This design comes from an exercise in tuning for small area, a short achievable clock period and few clock cycles per item on the open sky130 flow, not from production work. Where RTL was checked, it was by simulation tests only, not by an equivalence proof against the original. No functional check of the RTL was part of runs 1 and 2.

==> flow/design.v, too long to show whole: its modules and the start of the top module <==
// module des_input_stage: 32 lines
// module des_round: 33 lines
// module des_output_stage: 10 lines
// module des_pipeline: 56 lines
module des_pipeline (
    input  logic                clk_i,
    input  logic                reset_i,
    input  logic                valid_i,
    input  logic                mode_i,
    input  logic [0:63]         key_i,
    input  logic [0:63]         data_i,
    output logic                accept_o,
    output logic [0:63]         data_o,
    output logic                valid_o
);
  // ...
==> flow/run.sh <==
#!/bin/bash
# synth_recipe.tcl (not shown) runs the flow's synth.tcl, then flattens the netlist and writes it again
# the make line also repeats each setting of config.mk as NAME=value (left out here)
make -C /OpenROAD-flow-scripts/flow DESIGN_CONFIG=/design/flow/config.mk WORK_HOME=/design/flow/orfs CLKGATE_MAP_FILE= SYNTH_SCRIPT=/design/flow/synth_recipe.tcl finish
==> flow/config.mk <==
export PLATFORM = sky130hd
export DESIGN_NAME = des_pipeline
export DESIGN_NICKNAME = des_pipeline
export VERILOG_FILES = /design/flow/design.v
export SDC_FILE = /design/flow/constraint.sdc
export NUM_CORES = 4
export LEC_CHECK = 0
export CAP_MARGIN = 20
export CORE_MARGIN = 2
export CORE_UTILIZATION = 40
export SLEW_MARGIN = 20
==> flow/constraint.sdc <==
create_clock -name core_clock -period 4.5 [get_ports {clk_i}]
set_input_delay 0.9000 -clock core_clock [delete_from_list [all_inputs] [get_ports {clk_i}]]
set_output_delay 0.9000 -clock core_clock [all_outputs]
set_load 0.01 [all_outputs]
==> out/results.tsv, run 1 <==
stage	metric	value	unit
routing	met3 routed WL	20.5	mm
cts	CTS Buf Count	221	
synth	Synth area leader	dfxtp_1	
routing	Vias	109481	
setup_path	type of origin of the critical path	register	
setup_path	Worst R2R Start	g_round[14].u_round.mode_o	
finish	antenna cells	2	
synth	register area share after synthesis	0.321	
min_path	Hold Path Stages	0	
setup_path	worst path cell trace	buf_12, mux2i_1, xnor2_1, ha_1, nor3_1, a31oi_1, o211ai_1, xnor2_1	
setup_path	CP startpoint	g_round[14].u_round.mode_o	
synth	share of the synthesized area in the top cell type	0.317	
routing	length of routed met2 wiring	194	mm
synth	Post-synth top flop	dfxtp_1	
placement	GPL Wtd Cong	0.983	
grt	global-route wire length before repair	626	mm
finish	Reg area	40500	um^2
finish	Non-clock buffers	618	
floorplanning	Die H	566	um
run_status	status	timing/DRC/antenna clean	
finish	ClkCell Share	0.0549	
cts	Setup Buffers After CTS	0	
routing	WL per Instance	22.0	um
finish	max reg flops	840	
synth	main combinational cell family by area after synthesis	compound AO/OA/AOI/OAI gates	
==> inputs of run 2 (changes only) <==
--- a/flow/config.mk
+++ b/flow/config.mk
@@ -10,2 +10,3 @@
 export CORE_UTILIZATION = 40
+export SETUP_SLACK_MARGIN = 2.8
 export SLEW_MARGIN = 20
==> run 2 against run 1 <==
Compared with the run above: still clean on timing, DRC and antenna; fmax rose by 22%; critical path depth grew 3; die area unchanged; sequential share of layout area down 9.7 points; global-route usage rose by 6.1 points; area after synthesis is the same; register-to-register slack gained 0.67 ns; clock skew down 0.0097 ns; largest cell class unchanged.
==> out/results.tsv, run 2 <==
stage	metric	value	unit	change
run_status	status	timing/DRC/antenna clean		
finish	nets@finish	19209		
floorplanning	die extent in x	566	um	
finish	max reg flops	840		unchanged
routing	iteration-0 DRC count of the detailed router	13919		
synth	top post-synthesis cells by count	dfxtp_1 (2000), nand2_1 (1269), ha_1 (1088)		
setup_path	critical path class	register to register		
placement	Post-DP HPWL	345	mm	
cts	CTS Buffer Depth	4		
sta	Slew Limit Fails	0		
sta	Fin Setup TNS	0	ns	
synth	#FFs+latches synth	2018		
finish	fraction of layout cells with a size suffix above 1	0.514		
synth	Post-synth top flop	dfxtp_1		
setup_path	Slowest-stage cell, CP	o211ai_1		
setup_path	crit path DAT	3.82	ns	
synth	Avg Inst Size Synth	8.88	um^2	
finish	Syn-to-layout area delta	71.3	%	
setup_path	Buf/Inv on CP	3		
cts	Worst-path clk slew	0.06	ns	
cts	H-tree depth	4		
synth	top cells by area, synth	dfxtp_1 (32%), ha_1 (11%), mux2i_1 (6.6%), xnor2_1 (5.7%), nand2_1 (3.8%)		
cts	Sink Count	2018		
setup_path	slowest stage delay, CP	0.67	ns	
setup_path	CP Capture Type	register		
synth	Synth async-reset ratio	0.00892		
setup_path	worst path cell trace	buf_12, buf_8, mux2i_4, xnor2_4, inv_2, ha_4, a2111oi_4, a311oi_2, o21ai_2, o211ai_1, xnor2_1		
setup_path	required time of the critical path	5.27	ns	
synth	Mapped Cells	14221		
synth	Synth warnings	24		
finish	commonest non-fill, non-tap cell in the layout	buf_4		
grt	global-route wire length before repair	774	mm	+24%
routing	drt total wl	570	mm	
routing	WL per Instance	25.5	um	+16%
routing	Vias/cell	6.01		
routing	drt pass-1 iters	10		
job	Max-Cap Viols	0		
cts	TritonCTS clock tree	built		
grt	vias in the first global route	125075		
sta	Fmax	328	MHz	
floorplanning	Rows	206		
sta	fin crit period	3.05	ns	
floorplanning	Starting Density	0.401		
floorplanning	die area	320000	um^2	
routing	Antenna Violating Nets Remaining	0		
sta	Final Hold Fails	0		
min_path	worst hold path type	register to register		
synth	Netlist cell types	107		
setup_path	type of origin of the critical path	register		
placement	GPL Wtd Cong	0.949		-3.4%
grt	GR Util All Layers	0.312		
synth	Synth Area in XOR/XNOR	0.124		
synth	most frequent cell after synthesis	dfxtp_1		
cts	CTS Buf Count	230		+4.1%
synth	syn nets	15441		
cts	clock root buffer	clkbuf_16		
floorplanning	Core ar.	314000	um^2	
sta	worst hold slack	0.328	ns	
finish	biggest regs	g_round.u_round.cd_o x840, g_round.u_round.l_o x512, g_round.u_round.r_o x512		
finish	commonest cells after routing, fill and taps aside	buf_4 (2552), dfxtp_1 (1934), nand2_1 (1023), buf_6 (819), nor2_1 (804)		
setup_path	worst-path fanout max	5		
placement	placed inst area	147000	um^2	
sta	RSZ-0062 raised after global routing	true		
synth	share of the synthesized area in the top cell type	0.317		unchanged
setup_path	CP delay by family, top	compound AO/OA/AOI/OAI gates		
cts	Worst-Skew Late Latency	0.97	ns	
synth	Post-synth EDFFs	0		
grt	largest net degree at the start of global routing	19		
synth	adder-cell share of the synthesized area	0.109		
finish	Design Area, Final	216000	um^2	
synth	register area share after synthesis	0.321		unchanged
sta	final setup vio count	0		
synth	main combinational cell family by area after synthesis	compound AO/OA/AOI/OAI gates		
finish	Top reg by flops	g_round.u_round.cd_o		
grt	initial antenna violation count	13		
sta	relative max-transition margin	0.305		
synth	multiplexer share of the synthesized area	0.0737		
sta	measured slew at the worst slew-check pin	1.04	ns	
routing	Vias	134279		+23%
sta	Final Skew	0.0799	ns	
synth	post-synthesis compound-gate area fraction	0.203		
sta	fin crit share	0.678		
floorplanning	num ports	198		
synth	Post-Syn Area	126000	um^2	
routing	DRC viols	0		
synth	Synth area leader	dfxtp_1		
grt	grt ovf	0		
synth	simple-gate share of the synthesized area	0.128		
placement	IO buf count	189		
floorplanning	Die H	566	um	unchanged
==> run 2: cell count changes in the layout (fill, tap and decap cells not counted), moves of 321 or more <==
cell,previous run,this run
inv_1,637,182
mux2i_1,838,144
buf_6,0,819
buf_4,418,2552
mux2i_4,11,657
ha_4,0,610
xnor2_4,5,418
o21ai_0,755,434
xnor2_1,821,391
ha_1,1088,348
==> run 2: layout make-up <==
class,count,area [um^2]
repair buffers,3943,37900
clock buffers,285,6350
diodes,7,17.5
flip-flops and latches,2018,40600
clock inverters,145,1800
inverters,778,3840
repair inverters,1,8.76
multi-input cells,11017,120000
fillers,20621,98200
well taps,4160,5200
==> run 2: cell families (layout without fill, tap and decap cells) <==
kind of cell             count (synthesis)  in the layout
XOR/XNOR                              1553           1556
multiplexers                           899            899
other                                    1              8
adder cells (fa/ha/maj)               1104           1104
AND/OR/NAND/NOR                       3626           3626
flip-flops                            2018           2018
buffers and inverters                 1189           5152
AO/OA/AOI/OAI                         3831           3831
==> run 2: metrics by stage <==
| step | utilization | setup WS [ns] | std cells |
|---|---|---|---|
| after floorplan | - | 1.70 | 14221 |
| after global placement | 0.466 | 1.00 | 18464 |
| after detailed placement | 0.466 | 0.985 | 18464 |
| after CTS | 0.623 | 1.59 | 21280 |
| after global routing | 0.688 | 1.27 | 22350 |
| final | 0.688 | 1.45 | 22354 |
==> run 2: path summary, 6_finish.rpt <==
path                                               from                            to  slack (ns)  depth (start not counted)
max reg2reg                   g_round[9].u_round.mode_o   g_round[10].u_round.r_o[13]        1.45                         11
max in group asynchronous                       reset_i    g_round[5].u_round.valid_o        3.63                          1
min in group asynchronous                       reset_i   g_round[16].u_round.valid_o        0.40                          1
min                        g_round[10].u_round.cd_o[44]  g_round[11].u_round.cd_o[44]        0.33                          0
min reg2reg                g_round[10].u_round.cd_o[44]  g_round[11].u_round.cd_o[44]        0.33                          0
max                           g_round[9].u_round.mode_o   g_round[10].u_round.r_o[13]        1.45                         11
==> run 2: worst register-to-register path, stage by stage (launching register included) <==
cell	delay (ns)
dfxtp_4	0.42
buf_12	0.17
buf_8	0.12
mux2i_4	0.27
xnor2_4	0.14
inv_2	0.16
ha_4	0.19
a2111oi_4	0.08
a311oi_2	0.34
o21ai_2	0.15
o211ai_1	0.67
xnor2_1	0.15
==> run 2: repair_timing <==
| item | in CTS | in global routing |
|---|---|---|
| pin swaps | 1682 | 1901 |
| hold buffers | 0 | 0 |
| setup buffers | 2344 | 1063 |
| gates cloned | 42 | 4 |
| gates resized for setup | 4031 | 2370 |
| setup endpoints to repair | 578 | 578 |
==> run 2: routing by layer <==
metal  up-vias  track usage  part of all wire
met5         -            0           0.00010
met4         8        0.323              0.13
met3      2784       0.0392             0.063
met2      8111        0.527              0.47
met1     63617        0.328              0.34
li1      59759            -                 -
==> module des_input_stage, before the edit <==
module des_input_stage (
    input  logic                clk_i,
    input  logic                reset_i,
    input  logic                valid_i,
    input  logic                mode_i,
    input  des_pkg::block_t     key_i,
    input  des_pkg::block_t     data_i,
    output logic                accept_o,
    output logic                valid_o,
    output logic                mode_o,
    output des_pkg::half_t      l_o,
    output des_pkg::half_t      r_o,
    output des_pkg::key56_t     cd_o
);
    des_pkg::block_t ip_data;
    assign ip_data = des_pkg::ip_perm(data_i);
    always_ff @(posedge clk_i or negedge reset_i) begin
        if (!reset_i) begin
            accept_o <= 1'b0;
            valid_o  <= 1'b0;
        end else begin
            accept_o <= 1'b1;
            valid_o  <= valid_i;
        end
    end
    always_ff @(posedge clk_i) begin
        mode_o <= mode_i;
        l_o    <= ip_data[0 +: 32];
        r_o    <= ip_data[32 +: 32];
        cd_o   <= des_pkg::pc1_perm(key_i);
    end
endmodule
==> module des_round, before the edit <==
module des_round #(
    parameter int ROUND = 1
) (
    input  logic                clk_i,
    input  logic                reset_i,
    input  logic                valid_i,
    input  logic                mode_i,
    input  des_pkg::half_t      l_i,
    input  des_pkg::half_t      r_i,
    input  des_pkg::key56_t     cd_i,
    output logic                valid_o,
    output logic                mode_o,
    output des_pkg::half_t      l_o,
    output des_pkg::half_t      r_o,
    output des_pkg::key56_t     cd_o
);
    des_pkg::subkey_t enc_key;
    des_pkg::subkey_t dec_key;
    des_pkg::subkey_t subkey;
    assign enc_key = des_pkg::subkey(cd_i, ROUND);
    assign dec_key = des_pkg::subkey(cd_i, 17 - ROUND);
    assign subkey  = (mode_i == des_pkg::DES_DECRYPT) ? dec_key : enc_key;
    always_ff @(posedge clk_i or negedge reset_i) begin
        if (!reset_i) valid_o <= 1'b0;
        else          valid_o <= valid_i;
    end
    always_ff @(posedge clk_i) begin
        mode_o <= mode_i;
        l_o    <= r_i;
        r_o    <= l_i ^ des_pkg::feistel_f(r_i, subkey);
        cd_o   <= cd_i;
    end
endmodule
==> inputs of run 3 (changes only) <==
--- a/flow/design.v
+++ b/flow/design.v
@@ -61,18 +61,19 @@
     endfunction
-    function automatic int enc_rot(input int n);
-        int s;
-        s = 0;
-        for (int i = 1; i <= n; i++) s = s + ((i == 1 || i == 2 || i == 9 || i == 16) ? 1 : 2);
-        enc_rot = s % 28;
+    function automatic int next_rot(input int n, input logic dec);
+        int k;
+        k = dec ? 17 - n : n + 1;
+        next_rot = (k == 1 || k == 2 || k == 9 || k == 16) ? 1 : 2;
+        if (dec) next_rot = -next_rot;
     endfunction
-    function automatic subkey_t subkey(input key56_t cd, input int n);
-        int rot;
-        int src;
-        rot = enc_rot(n);
-        for (int i = 0; i < 48; i++) begin
-            src = PC2_TAB[383 - 8*i -: 8] - 1;
-            if (src < 28) subkey[i] = cd[(src + rot) % 28];
-            else          subkey[i] = cd[28 + (src - 28 + rot) % 28];
+    function automatic key56_t rot_cd(input key56_t cd, input int amt);
+        int s;
+        s = (amt + 28) % 28;
+        for (int i = 0; i < 28; i++) begin
+            rot_cd[i]      = cd[(i + s) % 28];
+            rot_cd[28 + i] = cd[28 + (i + s) % 28];
         end
     endfunction
+    function automatic subkey_t pc2_perm(input key56_t cd);
+        for (int i = 0; i < 48; i++) pc2_perm[i] = cd[PC2_TAB[383 - 8*i -: 8] - 1];
+    endfunction
     function automatic subkey_t e_expand(input half_t r);
@@ -1990,3 +1991,5 @@
     des_pkg::block_t ip_data;
+    des_pkg::key56_t cd0;
     assign ip_data = des_pkg::ip_perm(data_i);
+    assign cd0     = des_pkg::pc1_perm(key_i);
     always_ff @(posedge clk_i or negedge reset_i) begin
@@ -2004,3 +2007,3 @@
         r_o    <= ip_data[32 +: 32];
-        cd_o   <= des_pkg::pc1_perm(key_i);
+        cd_o   <= (mode_i == des_pkg::DES_DECRYPT) ? cd0 : des_pkg::rot_cd(cd0, 1);
     end
@@ -2024,8 +2027,8 @@
 );
-    des_pkg::subkey_t enc_key;
-    des_pkg::subkey_t dec_key;
     des_pkg::subkey_t subkey;
-    assign enc_key = des_pkg::subkey(cd_i, ROUND);
-    assign dec_key = des_pkg::subkey(cd_i, 17 - ROUND);
-    assign subkey  = (mode_i == des_pkg::DES_DECRYPT) ? dec_key : enc_key;
+    des_pkg::key56_t  cd_next;
+    assign subkey  = des_pkg::pc2_perm(cd_i);
+    assign cd_next = (mode_i == des_pkg::DES_DECRYPT) ?
+                     des_pkg::rot_cd(cd_i, des_pkg::next_rot(ROUND, 1'b1)) :
+                     des_pkg::rot_cd(cd_i, des_pkg::next_rot(ROUND, 1'b0));
     always_ff @(posedge clk_i or negedge reset_i) begin
@@ -2038,3 +2041,3 @@
         r_o    <= l_i ^ des_pkg::feistel_f(r_i, subkey);
-        cd_o   <= cd_i;
+        cd_o   <= cd_next;
     end
--- a/flow/config.mk
+++ b/flow/config.mk
@@ -9,4 +9,3 @@
 export CORE_MARGIN = 2
-export CORE_UTILIZATION = 40
-export SETUP_SLACK_MARGIN = 2.8
+export CORE_UTILIZATION = 60
 export SLEW_MARGIN = 20
==> run 3 against run 2 <==
Compared with the run above: global-route usage up 7.1 points; critical path type unchanged; die area fell by 34%; setup slack got worse by 0.54 ns; count of clock-buffer cells in the layout is 23 lower; sequential cell count is 9 lower; clock skew down 0.047 ns; cell area shrank 36%; register-to-register slack got worse by 0.54 ns.
==> out/results.tsv, run 3 <==
stage	metric	value	unit	change
placement	IO buf count	189		unchanged
cts	Sink Count	2009		-0.45%
floorplanning	Rows	167		-19%
floorplanning	num ports	198		unchanged
sta	Fmax	279	MHz	-15%
synth	share of the synthesized area in the top cell type	0.319		+0.00227
placement	Post-DP HPWL	325	mm	-5.9%
synth	syn nets	15288		-0.99%
cts	Setup Buffers After CTS	0		-100%
setup_path	slowest stage delay, CP	0.91	ns	+0.24 ns
setup_path	CP startpoint	g_round[3].u_round.r_o[10]		
grt	GR Util All Layers	0.383		+0.0708
synth	top post-synthesis cells by count	dfxtp_1 (1991), ha_1 (1088), nand2_1 (1075)		
routing	Vias	112846		-16%
synth	Avg Inst Size Synth	8.87	um^2	about the same
synth	register area share after synthesis	0.323		+0.00231
setup_path	crit path DAT	4.31	ns	+0.49 ns
setup_path	critical path class	register to register		
cts	CTS Buffer Depth	3		-1
synth	Mapped Cells	14068		-1.1%
routing	drt pass-1 iters	9		-1
sta	RSZ-0062 raised after global routing	false		
setup_path	required time of the critical path	5.22	ns	-0.05 ns
finish	biggest regs	g_round.u_round.cd_o x832, g_round.u_round.l_o x512, g_round.u_round.r_o x512		
finish	commonest non-fill, non-tap cell in the layout	dfxtp_1		
finish	Syn-to-layout area delta	10.2	%	
routing	Antenna Violating Nets Remaining	0		unchanged
placement	GPL Wtd Cong	1.06		+12%
placement	placed insts	16827		-8.9%
setup_path	Worst R2R Start	g_round[3].u_round.r_o[10]		
finish	Design Area, Final	138000	um^2	-36%
synth	Synth warnings	24		unchanged
grt	initial antenna violation count	3		-10
synth	Netlist cell types	96		-10%
sta	Fin Setup TNS	0	ns	unchanged
finish	commonest cells after routing, fill and taps aside	dfxtp_1 (1976), ha_1 (1088), nand2_1 (1075), nor2_1 (1073), mux2_2 (897)		
finish	post-route insts no fill	17216		-23%
routing	DRC viols	0		unchanged
grt	grt ovf	0		unchanged
sta	fin crit period	3.59	ns	+0.537 ns
routing	Vias/cell	6.55		+9.1%
sta	relative max-transition margin	0.146		-0.159
sta	worst hold slack	0.347	ns	+0.0185 ns
synth	Post-Syn Area	125000	um^2	-1.2%
sta	final setup vio count	0		unchanged
routing	iteration-0 DRC count of the detailed router	13794		-0.90%
finish	fraction of layout cells with a size suffix above 1	0.122		-0.392
sta	Slew Limit Fails	0		unchanged
finish	nets@finish	15552		-19%
floorplanning	die extent in x	460	um	-19%
setup_path	Slowest-stage cell, CP	a31oi_1		
synth	Synth async-reset ratio	0.00896		+0.0000400
grt	global-route wire length before repair	637	mm	-18%
min_path	worst hold start	g_round[12].u_round.valid_o		
floorplanning	die area	212000	um^2	-34%
synth	#FFs+latches synth	2009		-0.45%
sta	Final Hold Fails	0		unchanged
cts	post-CTS sizing	0		-100%
synth	Post-synth top flop	dfxtp_1		
sta	Final Skew	0.0332	ns	-0.0467 ns
floorplanning	Core ar.	207000	um^2	-34%
floorplanning	Starting Density	0.603		+0.202
sta	measured slew at the worst slew-check pin	1.28	ns	+0.242 ns
grt	largest net degree at the start of global routing	58		+39
finish	filler instances	16417		-20%
sta	fin crit share	0.798		+0.119
run_status	status	timing/DRC/antenna clean		
routing	drt total wl	423	mm	-26%
setup_path	worst path cell trace	xor2_1, inv_1, nand2_1, a21o_1, a31oi_1, or2_1, a31oi_1, xor2_1		
cts	clock root buffer	clkbuf_16		
job	Max-Cap Viols	0		unchanged
cts	H-tree depth	4		unchanged
finish	Top reg by flops	g_round.u_round.cd_o		
routing	WL per Instance	24.6	um	-3.5%
cts	TritonCTS clock tree	built		
cts	CTS Buf Count	206		-10%
grt	vias in the first global route	107822		-14%
placement	placed inst area	130000	um^2	-11%
setup_path	worst-path fanout max	7		+2
cts	Worst-path clk slew	0.06	ns	about the same
synth	Synth area leader	dfxtp_1		
min_path	worst hold path type	register to register		
synth	most frequent cell after synthesis	dfxtp_1		
cts	cts hold-fix bufs	0		unchanged
floorplanning	Die H	460	um	-19%
setup_path	type of origin of the critical path	register		
synth	Post-synth EDFFs	0		unchanged
synth	top cells by area, synth	dfxtp_1 (32%), ha_1 (11%), mux2_2 (8.1%), xor2_1 (6.1%), xnor2_1 (3.9%)		
cts	Worst-Skew Late Latency	0.89	ns	-0.08 ns
finish	max reg flops	832		-0.95%
setup_path	CP Capture Type	register		
==> run 3: final timing paths <==
path / slack [ns] / to / depth (start not counted)
max: 0.91 / g_round[4].u_round.r_o[29] / 8
min: 0.35 / g_round[13].u_round.valid_o / 0
max reg2reg: 0.91 / g_round[4].u_round.r_o[29] / 8
min reg2reg: 0.35 / g_round[13].u_round.valid_o / 0
max in group asynchronous: 3.55 / g_round[4].u_round.valid_o / 1
min in group asynchronous: 0.47 / g_round[6].u_round.valid_o / 1
==> run 3: layout make-up <==
cell class,instances,area (um^2),share of cell area
Antenna cell,6,15.0,0.000109
Clock buffer,262,5630,0.0409
Clock inverter,120,1460,0.0106
Inverter,744,2800,0.0203
Multi-Input combinational cell,10966,80400,0.585
Sequential cell,2009,40300,0.293
Tap cell,2704,3380,0.0246
Timing Repair Buffer,405,3510,0.0255
==> run 3: logic make-up (layout without fill, tap and decap cells) <==
kind of cell	count (synthesis)	count (layout)	synth area share
compound gates	3849	3849	0.204
xor+xnor	1531	1531	0.114
fa+ha+maj	1090	1090	0.109
buf+inv	1093	1531	0.0332
flops	2009	2009	0.323
mux	1007	1007	0.0898
other cells	1	7	0.0000301
simple gates	3488	3488	0.127
==> run 3: per-layer routing <==
metal / share of wire / vias to the layer above / routed length (um) / track usage
li1: - / 52168 / - / -
met1: 0.34 / 52148 / 145000 / 0.393
met2: 0.46 / 6708 / 195000 / 0.638
met3: 0.061 / 1822 / 25800 / 0.0484
met4: 0.14 / 0 / 57700 / 0.436
met5: 0 / - / 0 / 0
==> run 3: metrics by stage <==
step,util,setup WS [ns]
floorplan,-,1.90
global placement,0.630,1.17
detailed placement,0.630,1.17
CTS,0.664,1.15
global route,0.665,0.805
finish,0.665,0.911
==> run 3: critical path: cells and delay by family (launching register included) <==
family	cells	cell delay, ns
flops	1	0.86
compound gates	3	1.13
xor+xnor	2	0.72
simple gates	2	0.47
buf+inv	1	0.22
Testbench counts of run 3, summed over its fixed seeds: cycles 2,176, items 2,048.
==> inputs of run 4 (changes only) <==
--- a/flow/config.mk
+++ b/flow/config.mk
@@ -9,3 +9,3 @@
 export CORE_MARGIN = 2
-export CORE_UTILIZATION = 60
+export CORE_UTILIZATION = 40
 export SLEW_MARGIN = 20
==> run 4 against run 3 <==
Compared with the run above: still clean; area after synthesis unchanged; hold slack got worse by 0.00058 ns; cell count increased by 8.7%; wire length decreased by 3.3%; global-route usage decreased by 14 points; setup slack improved by 0.13 ns; synthesized cell count unchanged; critical endpoint is now g_round[2].u_round.r_o[15]; highest routed layer unchanged.
==> out/results.tsv, run 4 <==
stage	metric	value	unit	change
run_status	status	timing/DRC/antenna clean		
floorplanning	Starting Density	0.401		-0.202
finish	fraction of layout cells with a size suffix above 1	0.126		+0.00383
finish	commonest non-fill, non-tap cell in the layout	dfxtp_1		
finish	Syn-to-layout area delta	12.6	%	
routing	Vias/cell	5.82		-11%
sta	final setup vio count	0		unchanged
grt	grt ovf	0		unchanged
setup_path	CP Capture Type	register		
synth	Avg Inst Size Synth	8.87	um^2	unchanged
floorplanning	Die H	562	um	+22%
placement	IO buf count	189		unchanged
placement	placed inst area	132000	um^2	+1.6%
synth	Synth warnings	24		unchanged
synth	syn nets	15288		unchanged
synth	share of the synthesized area in the top cell type	0.319		unchanged
finish	max reg flops	832		unchanged
finish	Design Area, Final	140000	um^2	+2.1%
grt	largest net degree at the start of global routing	58		unchanged
sta	Final Hold Fails	0		unchanged
setup_path	critical path class	register to register		
synth	top post-synthesis cells by count	dfxtp_1 (1991), ha_1 (1088), nand2_1 (1075)		
setup_path	required time of the critical path	5.23	ns	about the same
min_path	Hold Path Stages	0		unchanged
grt	vias in the first global route	101710		-5.7%
finish	Reg area	40300	um^2	unchanged
cts	cts hold-fix bufs	0		unchanged
floorplanning	die area	316000	um^2	+50%
sta	relative max-transition margin	0.223		+0.0769
sta	Final Skew	0.0628	ns	+0.0295 ns
synth	Synth async-reset ratio	0.00896		unchanged
setup_path	worst-path fanout max	10		+3
placement	GPL Wtd Cong	0.953		-10%
finish	commonest cells after routing, fill and taps aside	dfxtp_1 (1976), ha_1 (1088), nand2_1 (1075), nor2_1 (1074), mux2_2 (897)		
routing	DRC viols	0		unchanged
routing	drt total wl	409	mm	-3.3%
cts	Setup Buffers After CTS	0		unchanged
synth	Post-synth top flop	dfxtp_1		
finish	multi-input combinational cell area	80400	um^2	about the same
routing	drt pass-1 iters	8		-1
min_path	Hold Path Sink	g_round[10].u_round.valid_o		
setup_path	Worst R2R End	g_round[2].u_round.r_o[15]		
setup_path	type of origin of the critical path	register		
sta	fin crit period	3.45	ns	-0.134 ns
setup_path	crit path DAT	4.19	ns	-0.12 ns
setup_path	worst path cell trace	xor2_1, inv_2, nor3_1, o21ai_0, a2111oi_0, o22ai_1, xor2_1		
routing	iteration-0 DRC count of the detailed router	11878		-14%
finish	final core utilization	0.451		-0.213
sta	Fin Setup TNS	0	ns	unchanged
floorplanning	die extent in x	562	um	+22%
cts	Worst-Skew Late Latency	0.92	ns	+0.03 ns
cts	Sink Count	2009		unchanged
finish	nets@finish	15608		+0.36%
sta	measured slew at the worst slew-check pin	1.17	ns	-0.115 ns
cts	Worst-path clk slew	0.06	ns	about the same
synth	Post-synth EDFFs	0		unchanged
cts	H-tree depth	4		unchanged
synth	Synth area leader	dfxtp_1		
grt	initial antenna violation count	2		-1
cts	clock root buffer	clkbuf_16		
floorplanning	num ports	198		unchanged
synth	Netlist cell types	96		unchanged
sta	fin crit share	0.768		-0.0298
setup_path	Buf/Inv on CP	1		unchanged
floorplanning	Core ar.	311000	um^2	+50%
floorplanning	Rows	205		+23%
job	Max-Cap Viols	0		unchanged
cts	post-CTS sizing	0		unchanged
finish	biggest regs	g_round.u_round.cd_o x832, g_round.u_round.l_o x512, g_round.u_round.r_o x512		
grt	global-route wire length before repair	615	mm	-3.4%
min_path	worst hold path type	register to register		
setup_path	Reg2Reg Depth	7		-1
routing	WL per Instance	21.9	um	-11%
routing	Vias	108939		-3.5%
routing	Antenna Violating Nets Remaining	0		unchanged
setup_path	slowest stage delay, CP	0.72	ns	-0.19 ns
setup_path	Worst R2R Start	g_round[1].u_round.r_o[11]		
min_path	worst hold start	g_round[9].u_round.valid_o		
finish	Top reg by flops	g_round.u_round.cd_o		
setup_path	CP most frequent cell	xor2_1		
sta	Fmax	289	MHz	+3.9%
cts	CTS Buffer Depth	4		+1
setup_path	reg2reg setup slack	1.05	ns	+0.13 ns
synth	most frequent cell after synthesis	dfxtp_1		
cts	TritonCTS clock tree	built		
finish	filler instances	29614		+80%
setup_path	Slowest-stage cell, CP	a2111oi_0		
setup_path	CP delay by family, top	compound AO/OA/AOI/OAI gates		
synth	Post-Syn Area	125000	um^2	unchanged
grt	GR Util All Layers	0.246		-0.136
placement	Post-DP HPWL	317	mm	-2.5%
synth	top cells by area, synth	dfxtp_1 (32%), ha_1 (11%), mux2_2 (8.1%), xor2_1 (6.1%), xnor2_1 (3.9%)		
cts	CTS Buf Count	222		+7.8%
synth	#FFs+latches synth	2009		unchanged
synth	register area share after synthesis	0.323		unchanged
synth	Mapped Cells	14068		unchanged
sta	Slew Limit Fails	0		unchanged
sta	RSZ-0062 raised after global routing	false		
-- run 4: cell counts after synthesis --
No cell type changed its count.
-- run 4: cell families after synthesis --
kind of cell / Yosys count / share of synthesized area
other: 1 / 0.0000301
XOR/XNOR: 1531 / 0.114
flip-flops: 2009 / 0.323
adder cells (fa/ha/maj): 1090 / 0.109
buffers and inverters: 1093 / 0.0332
multiplexers: 1007 / 0.0898
AO/OA/AOI/OAI: 3849 / 0.204
AND/OR/NAND/NOR: 3488 / 0.127
-- run 4: worst max path at each step --
stage | startpoint | end | slack, ns | cells past startpoint
after floorplan | g_round[8].u_round.r_o[3] | g_round[9].u_round.r_o[1] | 1.90 | 10
after global placement | g_round[10].u_round.r_o[1] | g_round[11].u_round.r_o[8] | 0.95 | 10
after detailed placement | g_round[10].u_round.r_o[1] | g_round[11].u_round.r_o[8] | 1.02 | 10
after CTS | g_round[10].u_round.r_o[1] | g_round[11].u_round.r_o[8] | 1.01 | 10
after global routing | g_round[10].u_round.r_o[1] | g_round[11].u_round.r_o[8] | 0.74 | 10
final | g_round[1].u_round.r_o[11] | g_round[2].u_round.r_o[15] | 1.05 | 7
-- run 4: final cells by class --
| cell class | count | area share |
|---|---|---|
| Antenna cell | 3 | 0.0000535 |
| Clock buffer | 294 | 0.0447 |
| Clock inverter | 115 | 0.0118 |
| Inverter | 744 | 0.0199 |
| Multi-Input combinational cell | 10966 | 0.572 |
| Sequential cell | 2009 | 0.287 |
| Tap cell | 4140 | 0.0369 |
| Timing Repair Buffer | 445 | 0.0271 |
-- run 4: metal layers --
metal / up-vias / routed length (um) / GRT usage
li1: 52252 / - / -
met1: 50233 / 156000 / 0.280
met2: 5326 / 189000 / 0.411
met3: 1128 / 21800 / 0.0232
met4: 0 / 42300 / 0.221
met5: - / 0 / 0
-- run 4: through the flow --
step                cells  setup slack [ns]  hold slack [ns]
finish              18716              1.05            0.346
floorplan           14068              1.90            0.331
global placement    18304             0.951            0.334
CTS                 18713              1.01            0.349
global route        18714             0.743            0.350
detailed placement  18304              1.02            0.336
==> inputs of run 5 (changes only) <==
==> flow/flow/run.sh (new file) <==
#!/bin/bash
# Own layout flow: the standard synthesis, then a re-mapping of the combinational
# logic only (flip-flops kept as the standard synthesis made them, same names and
# cells) with an area-recovering ABC mapping, then the standard flow from floorplan
# to the final layout. Each tool writes its full output to a log in this folder.
set -euo pipefail
W=$(pwd)
F=$W/flow
R=$W/orfs/results/$FLOW_PLATFORM/des_pipeline/base
LIB=$FLOW_HOME/platforms/$FLOW_PLATFORM/lib/sky130_fd_sc_hd__tt_025C_1v80.lib
YOSYS=$FLOW_HOME/../tools/install/yosys/bin/yosys
[ -x "$YOSYS" ] || YOSYS=yosys

# 1. standard synthesis (the standard flow's own script), netlist only
bash standard.sh "$R/1_2_yosys.v" > $W/log_1_synth_standard.txt 2>&1
cp "$R/1_2_yosys.v" $W/std_synth.v

# 2. behavioural models of the combinational cells, read from the liberty
python3 $F/mkcells.py "$LIB" $W/comb_cells.v > $W/log_2_mkcells.txt 2>&1

# 3. re-map the combinational logic; flip-flops stay as instances
DU=$(awk '/^export DONT_USE_CELLS/{f=1} f{print; if ($0 !~ /\\$/) exit}' \
     $FLOW_HOME/platforms/$FLOW_PLATFORM/config.mk | tr -d '\\' | sed 's/export DONT_USE_CELLS += //')
DUA=""
for c in $DU; do DUA="$DUA -dont_use $c"; done
printf 'set_driving_cell sky130_fd_sc_hd__buf_1\nset_load 5\n' > $W/remap.constr
cat > $W/remap.ys <<EOF
read_liberty -lib $LIB
read_verilog -overwrite $W/comb_cells.v
read_verilog $W/std_synth.v
hierarchy -top $FLOW_TOP
flatten
techmap
opt -purge
abc -script $F/remap.abc -liberty $LIB $DUA -constr $W/remap.constr
opt_clean -purge
hilomap -singleton -hicell sky130_fd_sc_hd__conb_1 HI -locell sky130_fd_sc_hd__conb_1 LO
splitnets
opt_clean -purge
rename -hide w:*.*
rename -hide w:*\$func\$*
tee -o $W/remap_stat.txt stat -liberty $LIB
write_verilog -noattr -nohex -nodec $W/remapped.v
EOF
$YOSYS -l $W/log_3_remap.txt -q -s $W/remap.ys
cp $W/remapped.v "$R/1_2_yosys.v"
touch "$R/1_2_yosys.v"

# 4. the standard flow from the re-mapped netlist to the final layout
bash standard.sh > $W/log_4_layout.txt 2>&1
==> flow/flow/mkcells.py (new file) <==
#!/usr/bin/env python3
# writes comb_cells.v: a behavioural model of every combinational sky130hd cell, from the liberty
import re, sys
lib = open(sys.argv[1]).read()
out = []
for m in re.finditer(r'\n    cell \("(sky130_fd_sc_hd__\w+)"\) \{', lib):
    name = m.group(1)
    start = m.end()
    nxt = lib.find('\n    cell ("', start)
    body = lib[start: nxt if nxt > 0 else len(lib)]
    if re.search(r'\b(ff|latch|statetable|ff_bank)\s*\(', body): continue
    pins = re.findall(r'\n        pin \("(\w+)"\) \{(.*?)\n        \}', body, re.S)
    ins, outs = [], []
    for p, pb in pins:
        d = re.search(r'direction : "(\w+)"', pb).group(1)
        f = re.search(r'function : "([^"]*)"', pb)
        if d == 'input': ins.append(p)
        elif d == 'output':
            if not f: break
            outs.append((p, f.group(1).replace('!', '~')))
    else:
        if not outs: continue
        ports = ins + [o for o, _ in outs]
        out.append(f"module {name}({', '.join(ports)});\n")
        for i in ins: out.append(f"  input {i};\n")
        for o, f in outs: out.append(f"  output {o};\n  assign {o} = {f};\n")
        out.append("endmodule\n")
open(sys.argv[2] if len(sys.argv) > 2 else "comb_cells.v", "w").write(''.join(out))
print(len([l for l in out if l.startswith('module')]), 'cells')
==> flow/flow/remap.abc (new file) <==
strash
&get -n
&st
&dch -f
&nf -R 1000
&st
&dch -f
&nf -R 1000
&put
==> flow/standard.sh (new file) <==
#!/bin/bash
# synth_recipe.tcl (not shown) runs the flow's synth.tcl, then flattens the netlist and writes it again
# the make line also repeats each setting of config.mk as NAME=value (left out here)
make -C /OpenROAD-flow-scripts/flow DESIGN_CONFIG=/design/flow/config.mk WORK_HOME=/design/flow/orfs CLKGATE_MAP_FILE= SYNTH_SCRIPT=/design/flow/synth_recipe.tcl "${@:-finish}"
removed: flow/run.sh
==> run 5 against run 4 <==
Compared with the run above: hold slack got worse by 0.055 ns; die area shrank 7.5%; wire length is 7.0% higher; via count increased by 2.4%; synthesized cell count fell by 1.8%; critical path type unchanged; critical endpoint is now g_round[6].u_round.r_o[1].
==> out/results.tsv, run 5 <==
stage	metric	value	unit	change
synth	Post-Syn Area	115000	um^2	-7.6%
finish	Syn-to-layout area delta	14.3	%	
setup_path	CP Capture Type	register		
floorplanning	die extent in x	541	um	-3.8%
sta	fin crit period	3.44	ns	-0.0126 ns
grt	initial antenna violation count	15		+13
setup_path	crit path DAT	4.21	ns	+0.02 ns
finish	max reg flops	832		unchanged
sta	relative max-transition margin	0.230		+0.00712
placement	IO buf count	189		unchanged
routing	DRC viols	0		unchanged
sta	RSZ-0062 raised after global routing	false		
grt	GR Util All Layers	0.286		+0.0397
floorplanning	Rows	197		-3.9%
cts	CTS Buffer Depth	4		unchanged
placement	Post-DP HPWL	342	mm	+7.9%
placement	pre-CTS setup slack	1.27	ns	+0.243 ns
sta	fin crit share	0.765		-0.00280
floorplanning	Die H	541	um	-3.8%
cts	CTS Buf Count	225		+1.4%
synth	Avg Inst Size Synth	8.35	um^2	-5.9%
setup_path	critical path class	register to register		
sta	final setup vio count	0		unchanged
routing	Antenna Violating Nets Remaining	0		unchanged
cts	TritonCTS clock tree	built		
cts	H-tree depth	4		unchanged
finish	nets@finish	14592		-6.5%
floorplanning	die area	293000	um^2	-7.5%
finish	biggest regs	g_round.u_round.cd_o x832, g_round.u_round.l_o x512, g_round.u_round.r_o x512		
routing	Vias/cell	6.05		+3.9%
sta	Fmax	291	MHz	+0.37%
finish	Top reg by flops	g_round.u_round.cd_o		
sta	Fin Setup TNS	0	ns	unchanged
routing	iteration-0 DRC count of the detailed router	13458		+13%
run_status	status	timing/DRC/antenna clean		
cts	cts hold-fix bufs	0		unchanged
grt	global-route wire length before repair	650	mm	+5.7%
floorplanning	Starting Density	0.401		about the same
sta	measured slew at the worst slew-check pin	1.14	ns	-0.0216 ns
setup_path	required time of the critical path	5.27	ns	+0.04 ns
finish	fraction of layout cells with a size suffix above 1	0.0440		-0.0819
routing	drt pass-1 iters	9		+1
cts	clock root buffer	clkbuf_16		
min_path	worst hold path type	register to register		
cts	Worst-path clk slew	0.06	ns	about the same
sta	Final Hold Fails	0		unchanged
finish	commonest cells after routing, fill and taps aside	dfxtp_1 (1976), nand2_1 (1705), nor2_1 (1631), xnor2_1 (1255), a21oi_1 (1020)		
placement	GPL Wtd Cong	1.02		+7.0%
cts	Worst-Skew Late Latency	0.94	ns	+0.02 ns
routing	drt total wl	438	mm	+7.0%
synth	syn nets	13945		-8.8%
routing	WL per Instance	23.7	um	+8.5%
setup_path	type of origin of the critical path	register		
finish	commonest non-fill, non-tap cell in the layout	dfxtp_1		
sta	final worst slack	1.06	ns	+0.0126 ns
sta	Final Skew	0.0627	ns	-0.000116 ns
cts	Setup Buffers After CTS	0		unchanged
cts	Sink Count	2009		unchanged
cts	post-CTS sizing	0		unchanged
grt	largest net degree at the start of global routing	58		unchanged
synth	Synth warnings	24		unchanged
sta	Slew Limit Fails	0		unchanged
floorplanning	num ports	198		unchanged
grt	vias in the first global route	102911		+1.2%
floorplanning	Core ar.	287000	um^2	-7.6%
routing	Vias	111563		+2.4%
grt	grt ovf	0		unchanged
setup_path	worst-path fanout max	9		-1
synth	Mapped Cells	13813		-1.8%
job	Max-Cap Viols	0		unchanged
## run 5: metal layers
metal  vias up  share of wire  global-route usage
met5         -              0                   0
met4         0           0.13               0.309
met3      1520          0.061              0.0309
met2      6692           0.46               0.476
met1     50560           0.35               0.304
li1      52791              -                   -
## run 5: area by class of cell
type | count | area (um^2)
fillers | 27789 | 156000
multi-input cells | 11792 | 75000
flip-flops and latches | 2009 | 40300
clock buffers | 288 | 6250
well taps | 3781 | 4730
repair buffers | 420 | 3620
clock inverters | 124 | 1730
inverters | 12 | 45.0
diodes | 15 | 37.5
## run 5: path summary, 6_finish.rpt
kind	start	endpoint	slack (ns)	cells past startpoint
max in group asynchronous	reset_i	u_input.accept_o	3.57	1
worst min register to register	g_round[7].u_round.valid_o	g_round[8].u_round.valid_o	0.29	0
worst min-delay path	g_round[7].u_round.valid_o	g_round[8].u_round.valid_o	0.29	0
min in group asynchronous	reset_i	g_round[8].u_round.valid_o	0.41	1
worst max register to register	g_round[5].u_round.r_o[6]	g_round[6].u_round.r_o[1]	1.06	11
worst max-delay path	g_round[5].u_round.r_o[6]	g_round[6].u_round.r_o[1]	1.06	11
## run 5: through the flow
step,cells,instance area (um^2),utilization,hold WS [ns]
final,18441,132000,0.459,0.291
after global routing,18431,132000,0.458,0.303
after CTS,18426,132000,0.458,0.284
after detailed placement,18014,124000,0.431,0.335
after global placement,18014,124000,0.431,0.334
after floorplan,13813,115000,-,0.331
## run 5: critical path, stage by stage, from the launching register on
cell	delay [ns]
dfxtp_1	0.84
xnor2_1	0.43
nor2_1	0.26
o21ai_0	0.11
a21oi_1	0.15
nor2_1	0.08
o21ai_0	0.12
o22ai_1	0.10
nand2_1	0.15
nor4_1	0.07
or4_1	0.76
xor2_1	0.22
==> inputs of run 6 (changes only) <==
--- a/flow/config.mk
+++ b/flow/config.mk
@@ -10,2 +10,3 @@
 export CORE_UTILIZATION = 40
+export SETUP_SLACK_MARGIN = 1.5
 export SLEW_MARGIN = 20
==> run 6 against run 5 <==
Compared with the run above: critical endpoint is now g_round[10].u_round.r_o[10]; sequential cell count unchanged; highest routed layer unchanged; still clean; clock skew down 0.00074 ns; wire length up 0.15%; cell area up 1.0%.
==> out/results.tsv, run 6 <==
stage	metric	value	unit	change
run_status	status	timing/DRC/antenna clean		
cts	Worst-Skew Late Latency	0.94	ns	about the same
floorplanning	num ports	198		unchanged
finish	filler instances	27629		-0.58%
synth	syn nets	13945		unchanged
sta	measured slew at the worst slew-check pin	1.14	ns	-0.000162 ns
floorplanning	Core ar.	287000	um^2	unchanged
setup_path	Worst R2R Start	g_round[9].u_round.r_o[19]		
cts	cts hold-fix bufs	0		unchanged
setup_path	CP startpoint	g_round[9].u_round.r_o[19]		
cts	CTS Buf Count	225		unchanged
setup_path	Buf/Inv on CP	0		unchanged
setup_path	required time of the critical path	5.22	ns	-0.05 ns
setup_path	slowest stage delay, CP	0.69	ns	-0.15 ns
grt	grt ovf	0		unchanged
sta	final worst slack	1.43	ns	+0.373 ns
floorplanning	Starting Density	0.401		unchanged
sta	final setup vio count	0		unchanged
grt	global-route wire length before repair	651	mm	about the same
routing	length of routed met2 wiring	202	mm	+0.11%
sta	fin crit share	0.682		-0.0828
sta	Final Hold Fails	0		unchanged
finish	commonest cells after routing, fill and taps aside	dfxtp_1 (1932), nand2_1 (1705), nor2_1 (1627), xnor2_1 (1195), a21oi_1 (1017)		
sta	Final Skew	0.0619	ns	-0.000738 ns
cts	CTS Buffer Depth	4		unchanged
routing	WL per Instance	23.8	um	+0.14%
sta	relative max-transition margin	0.230		about the same
placement	pre-CTS setup slack	1.27	ns	unchanged
finish	commonest non-fill, non-tap cell in the layout	dfxtp_1		
finish	max reg flops	832		unchanged
setup_path	CP delay by family, top	XOR/XNOR gates		
grt	initial antenna violation count	14		-1
setup_path	worst-path fanout max	7		-2
routing	top sig layer	met4		
min_path	worst hold path type	register to register		
floorplanning	Rows	197		unchanged
routing	Vias/cell	6.07		+0.27%
synth	Avg Inst Size Synth	8.35	um^2	unchanged
cts	Setup Buffers After CTS	0		unchanged
routing	drt pass-1 iters	8		-1
sta	fin crit period	3.07	ns	-0.373 ns
finish	final core utilization	0.463		+0.00474
sta	Slew Limit Fails	0		unchanged
routing	DRC viols	0		unchanged
setup_path	Slowest-stage cell, CP	dfxtp_1		
finish	Reg area	40400	um^2	+0.14%
floorplanning	die area	293000	um^2	unchanged
setup_path	Critical Path Sink	g_round[10].u_round.r_o[10]		
routing	DRT met1 WL	153	mm	-0.16%
routing	met3 routed WL	26.9	mm	+1.4%
cts	Worst-path clk slew	0.06	ns	about the same
routing	Antenna Violating Nets Remaining	0		unchanged
sta	RSZ-0062 raised after global routing	true		
grt	vias in the first global route	102974		+0.061%
setup_path	Worst R2R End	g_round[10].u_round.r_o[10]		
floorplanning	die extent in x	541	um	unchanged
setup_path	crit path DAT	3.79	ns	-0.42 ns
cts	H-tree depth	4		unchanged
finish	Top reg by flops	g_round.u_round.cd_o		
placement	IO buf count	189		unchanged
setup_path	reg2reg setup slack	1.43	ns	+0.37 ns
cts	post-CTS sizing	57		+57
finish	Syn-to-layout area delta	15.5	%	
setup_path	worst path cell trace	xnor2_1, xnor2_1, a21oi_1, o21ai_0, a21oi_1, nor3_1, xor2_1		
cts	clock root buffer	clkbuf_16		
floorplanning	Die H	541	um	unchanged
finish	multi-input combinational cell area	76300	um^2	+1.7%
cts	Sink Count	2009		unchanged
setup_path	type of origin of the critical path	register		
sta	Fin Setup TNS	0	ns	unchanged
synth	Synth warnings	24		unchanged
finish	fraction of layout cells with a size suffix above 1	0.0587		+0.0147
routing	iteration-0 DRC count of the detailed router	13865		+3.0%
placement	Post-DP HPWL	342	mm	unchanged
finish	biggest regs	g_round.u_round.cd_o x832, g_round.u_round.l_o x512, g_round.u_round.r_o x512		
job	Max-Cap Viols	0		unchanged
setup_path	CP Capture Type	register		
synth	Post-Syn Area	115000	um^2	unchanged
routing	drt total wl	438	mm	+0.15%
setup_path	Reg2Reg Depth	7		-4
setup_path	Crit path depth	7		-4
setup_path	critical path class	register to register		
placement	GPL Wtd Cong	1.02		unchanged
synth	Mapped Cells	13813		unchanged
grt	GR Util All Layers	0.286		about the same
cts	TritonCTS clock tree	built		
routing	Vias	111872		+0.28%
sta	Fmax	326	MHz	+12%
finish	nets@finish	14592		unchanged
grt	largest net degree at the start of global routing	58		unchanged
## run 6: metrics by stage
step | instances | hold slack [ns] | instance area (um^2)
6_report | 18442 | 0.292 | 133000
5_1_grt | 18431 | 0.305 | 133000
4_1_cts | 18426 | 0.284 | 132000
3_5_place_dp | 18014 | 0.335 | 124000
3_3_place_gp | 18014 | 0.334 | 124000
2_1_floorplan | 13813 | 0.331 | 115000
## run 6: cell type report
| cell class | count | share of cell area |
|---|---|---|
| Tap cell | 3781 | 0.0355 |
| Multi-Input combinational cell | 11792 | 0.573 |
| Timing Repair Buffer | 420 | 0.0272 |
| Clock buffer | 288 | 0.0469 |
| Sequential cell | 2009 | 0.303 |
| Clock inverter | 124 | 0.0130 |
| Antenna cell | 16 | 0.000301 |
| Inverter | 12 | 0.000338 |
## run 6: worst min-delay path by stage
| stage | startpoint | to | slack [ns] | depth (start not counted) |
|---|---|---|---|---|
| after floorplan | g_round[9].u_round.valid_o | g_round[10].u_round.valid_o | 0.33 | 0 |
| after global placement | g_round[10].u_round.valid_o | g_round[11].u_round.valid_o | 0.33 | 0 |
| after detailed placement | g_round[3].u_round.valid_o | g_round[4].u_round.valid_o | 0.33 | 0 |
| after CTS | g_round[7].u_round.valid_o | g_round[8].u_round.valid_o | 0.28 | 0 |
| after global routing | g_round[7].u_round.valid_o | g_round[8].u_round.valid_o | 0.30 | 0 |
| final | g_round[7].u_round.valid_o | g_round[8].u_round.valid_o | 0.29 | 0 |
## run 6: layer usage
layer,global-route usage,vias to the layer above
met3,0.0306,1564
met4,0.304,0
met2,0.478,6778
met1,0.304,50788
met5,0,-
li1,-,52742
## run 6: worst reg2reg max path, stage by stage, from the launching register on
cell     delay (ns)
dfxtp_1        0.69
xnor2_1        0.29
xnor2_1        0.63
a21oi_1        0.11
o21ai_0        0.24
a21oi_1        0.10
nor3_1         0.60
xor2_1         0.23
==> inputs of run 7 (changes only) <==
--- a/flow/config.mk
+++ b/flow/config.mk
@@ -10,3 +10,3 @@
 export CORE_UTILIZATION = 40
-export SETUP_SLACK_MARGIN = 1.5
+export SETUP_SLACK_MARGIN = 2.0
 export SLEW_MARGIN = 20
==> run 7 against run 6 <==
Compared with the run above: still clean on timing, DRC and antenna; non-clock buffer count increased by 86; setup slack improved by 0.53 ns; register-to-register slack improved by 0.53 ns; highest routed layer is now met5.
==> out/results.tsv, run 7 <==
stage	metric	value	unit	change
placement	GPL Wtd Cong	1.03		+0.98%
grt	met1 GRT Util	0.307		+0.00234
routing	iteration-0 DRC count of the detailed router	14332		+3.4%
cts	clock root buffer	clkbuf_16		
grt	largest net degree at the start of global routing	58		unchanged
finish	post-route insts no fill	18544		+0.55%
finish	Design Area, Final	145000	um^2	+8.9%
placement	placed inst area	124000	um^2	-0.18%
placement	placed insts	17983		-0.17%
min_path	worst hold start	g_round[8].u_round.r_o[30]		
cts	CTS Buffer Depth	4		unchanged
synth	Avg Inst Size Synth	8.35	um^2	unchanged
grt	Global Route met3 Usage	0.0354		+0.00482
floorplanning	Core ar.	287000	um^2	unchanged
setup_path	Reg2Reg Depth	9		+2
setup_path	required time of the critical path	5.33	ns	+0.11 ns
routing	Antenna Violating Nets Remaining	0		unchanged
min_path	worst hold path type	register to register		
sta	Fmax	394	MHz	+21%
grt	initial antenna violation count	10		-4
finish	multi-input combinational cell area	86600	um^2	+13%
setup_path	critical path class	register to register		
floorplanning	num ports	198		unchanged
routing	drt total wl	448	mm	+2.2%
run_status	status	timing/DRC/antenna clean		
cts	Sink Count	2009		unchanged
finish	Top reg by flops	g_round.u_round.cd_o		
finish	biggest regs	g_round.u_round.cd_o x832, g_round.u_round.l_o x512, g_round.u_round.r_o x512		
finish	Syn-to-layout area delta	25.8	%	
finish	Reg area	41300	um^2	+2.2%
routing	drt pass-1 iters	13		+5
grt	global-route wire length before repair	659	mm	+1.3%
floorplanning	Rows	197		unchanged
cts	CTS Buf Count	225		unchanged
placement	IO buf count	189		unchanged
sta	relative max-transition margin	0.333		+0.103
grt	GR peak layer	met2		
cts	cts hold-fix bufs	0		unchanged
finish	filler instances	26125		-5.4%
sta	RSZ-0062 raised after global routing	true		
sta	Slew Limit Fails	0		unchanged
routing	DRC viols	0		unchanged
grt	GR Util met2	0.491		+0.0129
cts	H-tree depth	4		unchanged
setup_path	Worst R2R End	g_round[2].u_round.r_o[26]		
placement	Post-DP HPWL	342	mm	+0.12%
job	Max-Cap Viols	0		unchanged
sta	Final Skew	0.102	ns	+0.0398 ns
grt	grt ovf	0		unchanged
finish	commonest cells after routing, fill and taps aside	nand2_1 (1696), nor2_1 (1563), dfxtp_1 (1481), a21oi_1 (999), o21ai_0 (947)		
setup_path	reg2reg setup slack	1.96	ns	+0.53 ns
cts	Worst-path clk slew	0.07	ns	about the same
sta	fin crit share	0.565		-0.118
sta	Fin Setup TNS	0	ns	unchanged
sta	fin crit period	2.54	ns	-0.529 ns
min_path	Hold Path Sink	g_round[9].u_round.l_o[30]		
setup_path	crit path DAT	3.37	ns	-0.42 ns
sta	worst hold slack	0.333	ns	+0.0416 ns
finish	max reg flops	832		unchanged
floorplanning	die extent in x	541	um	unchanged
synth	Synth warnings	24		unchanged
floorplanning	Starting Density	0.401		unchanged
cts	TritonCTS clock tree	built		
sta	final setup vio count	0		unchanged
min_path	Hold Path Stages	0		unchanged
setup_path	CP Capture Type	register		
synth	Post-Syn Area	115000	um^2	unchanged
setup_path	worst-path fanout max	9		+2
setup_path	Worst R2R Start	g_round[1].u_round.r_o[0]		
grt	vias in the first global route	104020		+1.0%
floorplanning	die area	293000	um^2	unchanged
sta	Final Hold Fails	0		unchanged
finish	nets@finish	14678		+0.59%
routing	WL per Instance	24.2	um	+1.6%
routing	Vias/cell	6.12		+0.86%
cts	Worst-Skew Late Latency	0.95	ns	about the same
routing	Vias	113454		+1.4%
setup_path	type of origin of the critical path	register		
floorplanning	Die H	541	um	unchanged
synth	syn nets	13945		unchanged
sta	measured slew at the worst slew-check pin	1.00	ns	-0.143 ns
finish	fraction of layout cells with a size suffix above 1	0.162		+0.103
grt	GR Util All Layers	0.290		+0.00398
finish	commonest non-fill, non-tap cell in the layout	nand2_1		
synth	Mapped Cells	13813		unchanged
==> run 7: area by class of cell <==
class / instances / share of cell area
Timing Repair Buffer: 506 / 0.0296
Multi-Input combinational cell: 11792 / 0.597
Clock inverter: 137 / 0.0123
Tap cell: 3781 / 0.0326
Inverter: 12 / 0.000311
Antenna cell: 24 / 0.000414
Clock buffer: 283 / 0.0430
Sequential cell: 2009 / 0.285
==> run 7: how the worst max path moves through the flow <==
stage                     depth (start not counted)                  startpoint                    endpoint  slack [ns]
final                                             9   g_round[1].u_round.r_o[0]  g_round[2].u_round.r_o[26]        1.96
after global routing                             11  g_round[1].u_round.cd_o[9]   g_round[2].u_round.r_o[1]        1.74
after CTS                                        11   g_round[5].u_round.r_o[6]   g_round[6].u_round.r_o[1]        1.84
after detailed placement                          9   g_round[5].u_round.r_o[3]   g_round[6].u_round.r_o[1]        1.19
after global placement                            9   g_round[1].u_round.r_o[4]   g_round[2].u_round.r_o[1]        1.17
after floorplan                                  11  g_round[5].u_round.r_o[12]  g_round[6].u_round.r_o[19]        2.03
==> run 7: per-stage QoR <==
| step | util | setup WS (ns) |
|---|---|---|
| floorplan | - | 2.03 |
| global placement | 0.430 | 1.17 |
| detailed placement | 0.430 | 1.19 |
| CTS | 0.478 | 1.84 |
| global route | 0.505 | 1.74 |
| finish | 0.505 | 1.96 |
==> run 7: layer usage <==
metal	routed length (um)	share of wire	up-vias
li1	-	-	52796
met1	152000	0.34	51939
met2	211000	0.47	7101
met3	29400	0.066	1616
met4	56200	0.13	2
met5	11	0.000025	-
==> run 7: timing repair <==
| action | 4_1_cts | 5_1_grt |
|---|---|---|
| pin swaps | 25 | 86 |
| endpoints found under the setup margin | 459 | 382 |
| setup buffers | 3 | 114 |
| resized for setup | 1102 | 1145 |
==> run 7: worst max-delay path: stages (launching register included) <==
cell,delay (ns)
dfxtp_2,0.53
xnor2_1,0.16
buf_4,0.19
nor2_1,0.08
o311ai_0,0.39
nand4_1,0.14
a21oi_1,0.23
nor3_1,0.11
o2111ai_2,0.36
xor2_1,0.26
==> inputs of run 8 (changes only) <==
--- a/flow/config.mk
+++ b/flow/config.mk
@@ -10,2 +10,4 @@
 export CORE_UTILIZATION = 40
+export CTS_CLUSTER_DIAMETER = 120
+export CTS_CLUSTER_SIZE = 20
 export SETUP_SLACK_MARGIN = 2.0
==> run 8 against run 7 <==
Compared with the run above: fmax rose by 0.46%; wire length fell by 0.86%; cell count fell by 1.7%; sequential cell count did not move; global-route usage fell by 0.19 points; die area did not move; setup slack improved by 0.012 ns; count of clock-buffer cells in the layout fell by 161; register-to-register slack barely moved; first-iteration DRC count fell by 2.1%; critical path type unchanged; critical endpoint unchanged; highest routed layer is now met4.
==> out/results.tsv, run 8 <==
stage	metric	value	unit	change
finish	multi-input combinational cell area	86700	um^2	about the same
routing	drt pass-1 iters	13		unchanged
floorplanning	Die H	541	um	unchanged
cts	H-tree depth	3		-1
routing	Antenna Violating Nets Remaining	0		unchanged
run_status	status	timing/DRC/antenna clean		
synth	Mapped Cells	13813		unchanged
sta	measured slew at the worst slew-check pin	1.01	ns	+0.00570 ns
finish	Syn-to-layout area delta	21.4	%	
finish	commonest non-fill, non-tap cell in the layout	nand2_1		
placement	GPL Wtd Cong	1.03		unchanged
setup_path	CP Capture Type	register		
placement	IO buf count	189		unchanged
cts	TritonCTS clock tree	built		
sta	Fin Setup TNS	0	ns	unchanged
setup_path	type of origin of the critical path	register		
sta	Final Skew	0.0717	ns	-0.0300 ns
floorplanning	Core ar.	287000	um^2	unchanged
sta	Fmax	395	MHz	+0.46%
cts	Sink Count	2009		unchanged
finish	commonest cells after routing, fill and taps aside	nand2_1 (1694), nor2_1 (1569), dfxtp_1 (1468), a21oi_1 (1001), o21ai_0 (947)		
finish	biggest regs	g_round.u_round.cd_o x832, g_round.u_round.l_o x512, g_round.u_round.r_o x512		
synth	syn nets	13945		unchanged
finish	max reg flops	832		unchanged
grt	largest net degree at the start of global routing	58		unchanged
job	Max-Cap Viols	0		unchanged
floorplanning	Rows	197		unchanged
cts	Worst-path clk slew	0.09	ns	+0.02 ns
floorplanning	die extent in x	541	um	unchanged
finish	filler instances	26631		+1.9%
finish	fraction of layout cells with a size suffix above 1	0.146		-0.0155
cts	CTS Buffer Depth	4		unchanged
setup_path	critical path class	register to register		
sta	RSZ-0062 raised after global routing	true		
cts	cts hold-fix bufs	0		unchanged
setup_path	worst-path fanout max	8		-1
grt	grt ovf	0		unchanged
floorplanning	Starting Density	0.401		unchanged
synth	Post-Syn Area	115000	um^2	unchanged
cts	Worst-Skew Late Latency	0.94	ns	about the same
floorplanning	num ports	198		unchanged
routing	Vias	112057		-1.2%
synth	Avg Inst Size Synth	8.35	um^2	unchanged
sta	Slew Limit Fails	0		unchanged
floorplanning	die area	293000	um^2	unchanged
sta	fin crit share	0.562		-0.00257
cts	clock root buffer	clkbuf_16		
grt	vias in the first global route	102799		-1.2%
cts	CTS Buf Count	118		-48%
finish	nets@finish	14547		-0.89%
grt	GR Util All Layers	0.288		-0.00191
min_path	worst hold path type	register to register		
setup_path	crit path DAT	3.34	ns	-0.03 ns
sta	Final Hold Fails	0		unchanged
grt	initial antenna violation count	7		-3
routing	DRC viols	0		unchanged
sta	relative max-transition margin	0.329		-0.00380
placement	Post-DP HPWL	342	mm	unchanged
routing	WL per Instance	24.4	um	+0.87%
routing	iteration-0 DRC count of the detailed router	14035		-2.1%
finish	Top reg by flops	g_round.u_round.cd_o		
routing	Vias/cell	6.15		+0.50%
finish	Reg area	41300	um^2	+0.11%
sta	final setup vio count	0		unchanged
setup_path	required time of the critical path	5.31	ns	-0.02 ns
routing	drt total wl	444	mm	-0.86%
sta	fin crit period	2.53	ns	-0.0116 ns
synth	Synth warnings	24		unchanged
grt	global-route wire length before repair	654	mm	-0.76%
==> run 8: area by class of cell <==
cell class                      instances  area share
Inverter                               12    0.000322
Multi-Input combinational cell      11792       0.619
Timing Repair Buffer                  482      0.0289
Clock buffer                          122      0.0213
Antenna cell                           14    0.000250
Sequential cell                      2009       0.295
Tap cell                             3781      0.0338
Clock inverter                         13     0.00148
==> run 8: worst max-delay path, stage by stage, from the launching register on <==
cell       delay [ns]
dfxtp_2          0.57
xnor2_1          0.30
o311ai_0         0.49
nand4_1          0.14
a21oi_1          0.23
nor3_1           0.11
o2111ai_2        0.36
xor2_1           0.25
==> run 8: worst paths after layout <==
| kind | end | startpoint | cells past startpoint | slack (ns) |
|---|---|---|---|---|
| max | g_round[2].u_round.r_o[26] | g_round[1].u_round.r_o[29] | 7 | 1.97 |
| min | g_round[6].u_round.valid_o | g_round[5].u_round.valid_o | 0 | 0.33 |
| min reg2reg | g_round[6].u_round.valid_o | g_round[5].u_round.valid_o | 0 | 0.33 |
| max reg2reg | g_round[2].u_round.r_o[26] | g_round[1].u_round.r_o[29] | 7 | 1.97 |
| max in group asynchronous | g_round[5].u_round.valid_o | reset_i | 1 | 3.54 |
| min in group asynchronous | g_round[6].u_round.valid_o | reset_i | 1 | 0.46 |
==> run 8: per-stage QoR <==
| step | hold WS, ns | utilization | setup slack, ns | cell area, um^2 | instances |
|---|---|---|---|---|---|
| floorplan | 0.331 | - | 2.03 | 115000 | 13813 |
| detailed placement | 0.337 | 0.430 | 1.19 | 124000 | 17983 |
| CTS | 0.325 | 0.461 | 1.84 | 133000 | 18120 |
| global placement | 0.334 | 0.430 | 1.17 | 124000 | 17983 |
| finish | 0.327 | 0.487 | 1.97 | 140000 | 18225 |
| global route | 0.327 | 0.487 | 1.72 | 140000 | 18223 |
==> run 8: layer usage <==
layer	routed length [um]	global-route usage	share of wire
met1	151000	0.306	0.34
met2	210000	0.487	0.47
met3	27300	0.0308	0.062
met4	55800	0.297	0.13
met5	0	0	0
==> run 8: what timing repair did <==
item,4_1_cts,5_1_grt
setup buffers,2,91
setup endpoints to repair,462,379
pin swaps,27,69
resized for setup,1106,1163

[what the ideal ports hide]
The flow's constraints put no driver on any port. The routed layouts listed below were extracted and timed again, unchanged, in two steps.
Step 1, drivers: a clkbuf_16 drives clk_i and a buf_2 each remaining input, both assumed.
Step 2 also shifts input and output timing later by t, the mid clock arrival at the registers, as if the neighbouring blocks saw the same clock.
Three values: ideal, step 1, step 2; two values: the first two.
| run | t, ns | slack for setup (ns) | hold WS [ns] | worst register clock-pin slew, ns | cell pins on the clock port's net |
|---|---|---|---|---|---|
| run 1 | 1.015 | 0.782 / 0.782 / 0.782 | 0.326 / 0.312 / 0.326 | 0.07 / 0.07 | 1 |
| run 2 | 1.046 | 1.448 / 1.448 / 1.448 | 0.328 / 0.289 / 0.328 | 0.07 / 0.07 | 1 |
| run 3 | 0.976 | 0.911 / 0.911 / 0.911 | 0.347 / 0.347 / 0.347 | 0.07 / 0.07 | 1 |
| run 4 | 0.992 | 1.045 / 1.045 / 1.045 | 0.346 / 0.341 / 0.346 | 0.07 / 0.07 | 1 |
| run 5 | 1.011 | 1.058 / 1.058 / 1.058 | 0.291 / 0.291 / 0.291 | 0.07 / 0.07 | 1 |
| run 6 | 1.010 | 1.431 / 1.431 / 1.431 | 0.292 / 0.292 / 0.292 | 0.07 / 0.07 | 1 |
| run 7 | 1.002 | 1.960 / 1.960 / 1.960 | 0.333 / 0.330 / 0.333 | 0.07 / 0.07 | 1 |
| run 8 | 1.007 | 1.971 / 1.971 / 1.971 | 0.327 / 0.325 / 0.327 | 0.10 / 0.10 | 1 |
After both steps setup and hold are still met in every run listed.
